This is an optimization exercise on Yosys and OpenROAD, whose aim is small area, a short achievable clock period and few clock cycles per item, not a production implementation.
No activity file was given, so power comes from the tool's default toggle rates.

==> flow/design.v <==
`default_nettype none
package pgtp_pkg;
  localparam int unsigned PIX_W  = 4;
  localparam int unsigned ROW_W  = 32;
  localparam int unsigned COLS   = 8;
  localparam int unsigned SLOT_OUT_W = 5;
  localparam logic CMD_GLYPH = 1'b0;
  localparam logic CMD_PAD   = 1'b1;
  localparam logic [2:0] LAST_ROW = 3'd7;
  typedef struct packed {
    logic        command;
    logic [3:0]  glyph_width;
    logic [2:0]  row_number;
    logic [31:0] upper_glyph_row;
    logic [31:0] lower_glyph_row;
  } glyph_item_t;
  typedef struct packed {
    logic       wr_en;
    logic       fill_en;
    logic [2:0] fill_next;
    logic       slot_inc;
    logic       slot_clr;
    logic       emit;
    logic       done;
  } store_ctl_t;
endpackage
`default_nettype wire
`default_nettype none
import pgtp_pkg::*;
module pgtp_merge_mask (
  input  logic       pad,
  input  logic [3:0] width,
  input  logic [2:0] fill,
  output logic [7:0] rmask,       
  output logic [2:0] fill_next    
);
  always_comb begin
    for (int c = 0; c < COLS; c++) begin
      rmask[c] = width[3] || (width[2:0] > 3'(3'(c) - fill));
    end
  end
  assign fill_next = pad ? 3'd0 : width[3] ? fill : (fill + width[2:0]);
endmodule
module pgtp_merge (
  input  logic        pad,         
  input  logic        step,        
  input  logic [2:0]  fill,
  input  logic [7:0]  rmask,
  input  logic [31:0] row_upper,
  input  logic [31:0] row_lower,
  input  logic [31:0] buf_upper,
  input  logic [31:0] buf_lower,
  output logic        emit,        
  output logic [31:0] wb_upper,
  output logic [31:0] wb_lower,
  output logic [31:0] res_upper,
  output logic [31:0] res_lower
);
  logic [31:0] rot_u, rot_l;
  logic [7:0]  fill_ge, take_out, take_wb, tw;
  logic        over, keep_out, keep_wb, wr, kw;
  always_comb begin
    for (int c = 0; c < COLS; c++) fill_ge[c] = (3'(c) >= fill);
  end
  assign over     = !pad && rmask[7];
  assign keep_out = (fill != 3'd0);
  assign take_out = pad ? fill_ge : (rmask & fill_ge);
  assign take_wb  = pad ? fill_ge : (rmask & (~fill_ge | {COLS{!over}}));
  assign keep_wb  = pad || (!over && keep_out);
  assign emit     = pad ? keep_out : over;
  assign wr       = pad ? keep_out : 1'b1;
  assign rot_u = ({row_upper, row_upper} << {fill, 2'b00}) >> 32;
  assign rot_l = ({row_lower, row_lower} << {fill, 2'b00}) >> 32;
  assign kw = keep_wb || !(step && wr);
  assign tw = take_wb & {COLS{step && wr}};
  always_comb begin
    for (int c = 0; c < COLS; c++) begin
      wb_upper [PIX_W*c +: PIX_W] = (buf_upper[PIX_W*c +: PIX_W] & {PIX_W{kw}})
                                  | (rot_u[PIX_W*c +: PIX_W]     & {PIX_W{tw[c]}});
      wb_lower [PIX_W*c +: PIX_W] = (buf_lower[PIX_W*c +: PIX_W] & {PIX_W{kw}})
                                  | (rot_l[PIX_W*c +: PIX_W]     & {PIX_W{tw[c]}});
      res_upper[PIX_W*c +: PIX_W] = (buf_upper[PIX_W*c +: PIX_W] & {PIX_W{keep_out}})
                                  | (rot_u[PIX_W*c +: PIX_W]     & {PIX_W{take_out[c]}});
      res_lower[PIX_W*c +: PIX_W] = (buf_lower[PIX_W*c +: PIX_W] & {PIX_W{keep_out}})
                                  | (rot_l[PIX_W*c +: PIX_W]     & {PIX_W{take_out[c]}});
    end
  end
endmodule
`default_nettype wire
`default_nettype none
import pgtp_pkg::*;
module pgtp_row_store (
  input  logic        clk,
  input  logic [31:0] wb_upper,
  input  logic [31:0] wb_lower,
  output logic [31:0] head_upper,
  output logic [31:0] head_lower
);
  logic [31:0] ring_u [COLS];
  logic [31:0] ring_l [COLS];
  always_ff @(posedge clk) begin
    for (int k = 0; k < COLS - 1; k++) begin
      ring_u[k] <= ring_u[k+1];
      ring_l[k] <= ring_l[k+1];
    end
    ring_u[COLS-1] <= wb_upper;
    ring_l[COLS-1] <= wb_lower;
  end
  assign head_upper = ring_u[0];
  assign head_lower = ring_l[0];
endmodule
`default_nettype wire
`default_nettype none
import pgtp_pkg::*;
module proportional_glyph_tile_packer_core #(
  parameter int unsigned MAX_TILES = 32
) (
  input  logic        clk,
  input  logic        rst,
  input  logic        glyph_valid,
  output logic        glyph_ready,
  input  logic        glyph_command,
  input  logic [3:0]  glyph_glyph_width,
  input  logic [2:0]  glyph_row_number,
  input  logic [31:0] glyph_upper_glyph_row,
  input  logic [31:0] glyph_lower_glyph_row,
  output logic        tile_valid,
  input  logic        tile_ready,
  output logic [4:0]  tile_tile_slot,
  output logic [2:0]  tile_out_row_number,
  output logic [31:0] tile_upper_tile_row,
  output logic [31:0] tile_lower_tile_row,
  output logic        tile_string_done
);
  localparam int unsigned SLOT_W = (MAX_TILES > 1) ? $clog2(MAX_TILES) : 1;
  localparam logic [SLOT_W-1:0] SLOT_LAST = SLOT_W'(MAX_TILES - 1);
  logic        in_valid;
  logic        in_cmd;
  logic [2:0]  in_row;
  logic [31:0] in_u, in_l;
  logic [7:0]  in_rmask;
  logic [2:0]  in_fill_next;
  logic [2:0]        phase;      
  logic [2:0]        fill;
  logic [SLOT_W-1:0] slot;
  logic        out_valid;
  logic [4:0]  out_slot;
  logic [2:0]  out_row;
  logic [31:0] out_upper, out_lower;
  logic        out_done;
  logic [31:0] head_u, head_l, wb_u, wb_l, res_u, res_l;
  logic        emit, step, last, pad;
  assign last = (in_row == LAST_ROW);
  assign pad  = (in_cmd == CMD_PAD);
  logic at_head;     
  logic rdy_free;    
  assign step        = at_head && (!out_valid || tile_ready);
  assign glyph_ready = rdy_free || (at_head && tile_ready);
  logic       nx_in_valid, nx_out_valid, nx_head;
  logic [2:0] nx_row;
  always_comb begin
    nx_in_valid  = glyph_ready ? glyph_valid : in_valid;
    nx_row       = (glyph_ready && glyph_valid) ? glyph_row_number : in_row;
    nx_out_valid = (step && emit) || (out_valid && !tile_ready);
    nx_head      = nx_in_valid && (nx_row == phase + 3'd1);
  end
  always_ff @(posedge clk) begin
    if (rst) begin
      rdy_free <= 1'b1;
      at_head  <= 1'b0;
    end else begin
      rdy_free <= !nx_in_valid || (nx_head && !nx_out_valid);
      at_head  <= nx_head;
    end
  end
  pgtp_merge u_merge (
    .pad       (pad),
    .step      (step),
    .fill      (fill),
    .rmask     (in_rmask),
    .row_upper (in_u),
    .row_lower (in_l),
    .buf_upper (head_u),
    .buf_lower (head_l),
    .emit      (emit),
    .wb_upper  (wb_u),
    .wb_lower  (wb_l),
    .res_upper (res_u),
    .res_lower (res_l)
  );
  pgtp_row_store u_store (
    .clk        (clk),
    .wb_upper   (wb_u),
    .wb_lower   (wb_l),
    .head_upper (head_u),
    .head_lower (head_l)
  );
  logic [7:0] ld_rmask, c0_rmask, c1_rmask;
  logic [2:0] ld_fill_next, c0_fill_next, c1_fill_next;
  pgtp_merge_mask u_mask0 (
    .pad       (glyph_command == CMD_PAD),
    .width     (glyph_glyph_width),
    .fill      (fill),
    .rmask     (c0_rmask),
    .fill_next (c0_fill_next)
  );
  pgtp_merge_mask u_mask1 (
    .pad       (glyph_command == CMD_PAD),
    .width     (glyph_glyph_width),
    .fill      (in_fill_next),
    .rmask     (c1_rmask),
    .fill_next (c1_fill_next)
  );
  assign {ld_rmask, ld_fill_next} = (step && last) ? {c1_rmask, c1_fill_next}
                                                   : {c0_rmask, c0_fill_next};
  always_ff @(posedge clk) begin
    if (rst) begin
      in_valid <= 1'b0;
    end else if (glyph_ready) begin
      in_valid <= glyph_valid;
    end
  end
  always_ff @(posedge clk) begin
    if (glyph_ready && glyph_valid) begin
      in_cmd       <= glyph_command;
      in_row       <= glyph_row_number;
      in_u         <= glyph_upper_glyph_row;
      in_l         <= glyph_lower_glyph_row;
      in_rmask     <= ld_rmask;
      in_fill_next <= ld_fill_next;
    end
  end
  always_ff @(posedge clk) begin
    if (rst) begin
      phase   <= 3'd0;
      fill    <= 3'd0;
      slot    <= '0;
    end else begin
      phase <= phase + 3'd1;
      if (step && last) begin
        fill <= in_fill_next;
        if (pad) begin
          slot <= '0;
        end else if (emit) begin
          slot <= (slot == SLOT_LAST) ? '0 : slot + 1'b1;
        end
      end
    end
  end
  always_ff @(posedge clk) begin
    if (rst) begin
      out_valid <= 1'b0;
    end else if (step && emit) begin
      out_valid <= 1'b1;
    end else if (tile_ready) begin
      out_valid <= 1'b0;
    end
  end
  always_ff @(posedge clk) begin
    if (step && emit) begin
      out_slot  <= 5'(slot);
      out_row   <= in_row;
      out_upper <= res_u;
      out_lower <= res_l;
      out_done  <= pad && last;
    end
  end
  assign tile_valid          = out_valid;
  assign tile_tile_slot      = out_slot;
  assign tile_out_row_number = out_row;
  assign tile_upper_tile_row = out_upper;
  assign tile_lower_tile_row = out_lower;
  assign tile_string_done    = out_done;
endmodule
`default_nettype wire
export LEC_CHECK = 0
export ABC_CLOCK_PERIOD_IN_PS = 2400
export CAP_MARGIN = 20
export CORE_MARGIN = 2
export CORE_UTILIZATION = 65
export CTS_BUF_LIST = sky130_fd_sc_hd__clkbuf_16
export CTS_CLUSTER_DIAMETER = 100
export CTS_CLUSTER_SIZE = 25
export SETUP_SLACK_MARGIN = 2.6
export SLEW_MARGIN = 20
create_clock -name core_clock -period 5.0 [get_ports {clk}]
standard.sh (not shown) runs the stock make flow with config.mk's settings and CLKGATE_MAP_FILE= SYNTH_SCRIPT=/design/flow/synth_recipe.tcl, a recipe that flattens the netlist after the stock synthesis.
==> flow/flow/run.sh <==
#!/bin/bash
cp standard.sh standard_sh.log
export BUFFER_PORTS_ARGS="-buffer_cell sky130_fd_sc_hd__buf_1"
bash standard.sh > standard.log 2>&1
The baseline finished clean.
==> next run, changes <==
- CORE_UTILIZATION: 65 -> 80
After rerunning: Total power rises by about 1.6%. Final cell count falls by about 4.3%. Routed wire length rises by about 19%. Via count rises by about 10%. Clock power rises by about 4%. Register-to-register slack degrades by 0.06 ns.
No functional check of the RTL was part of any run of this note.

==> what the ideal ports hide <==
No port has a modelled driver above. Below, the same layouts with a new extraction and two added sets of constraints.
Step 1, drivers: a clkbuf_16 drives clk and a buf_2 each remaining input, both assumed.
Step 2, shift: input delay + t, output delay - t, t = (earliest + latest rising clock arrival at the registers) / 2. This alone moves slack from input paths to output paths.
a / b / c = ideal / step 1 / step 2; a / b = the first two.
run | t (ns) | setup WS [ns] | clock arrival spread, ns | worst register clock-pin slew, ns
the first run | 0.641 | 2.592 / 2.552 / 2.124 | 0.021 / 0.021 | 0.10 / 0.10
the second run | 0.656 | 2.590 / 2.544 / 2.063 | 0.037 / 0.038 | 0.11 / 0.11
After both steps every run listed still meets setup and hold. For the second run, which loses most, drivers alone change the setup slack by -0.046 ns; drivers and shift together by -0.527 ns.
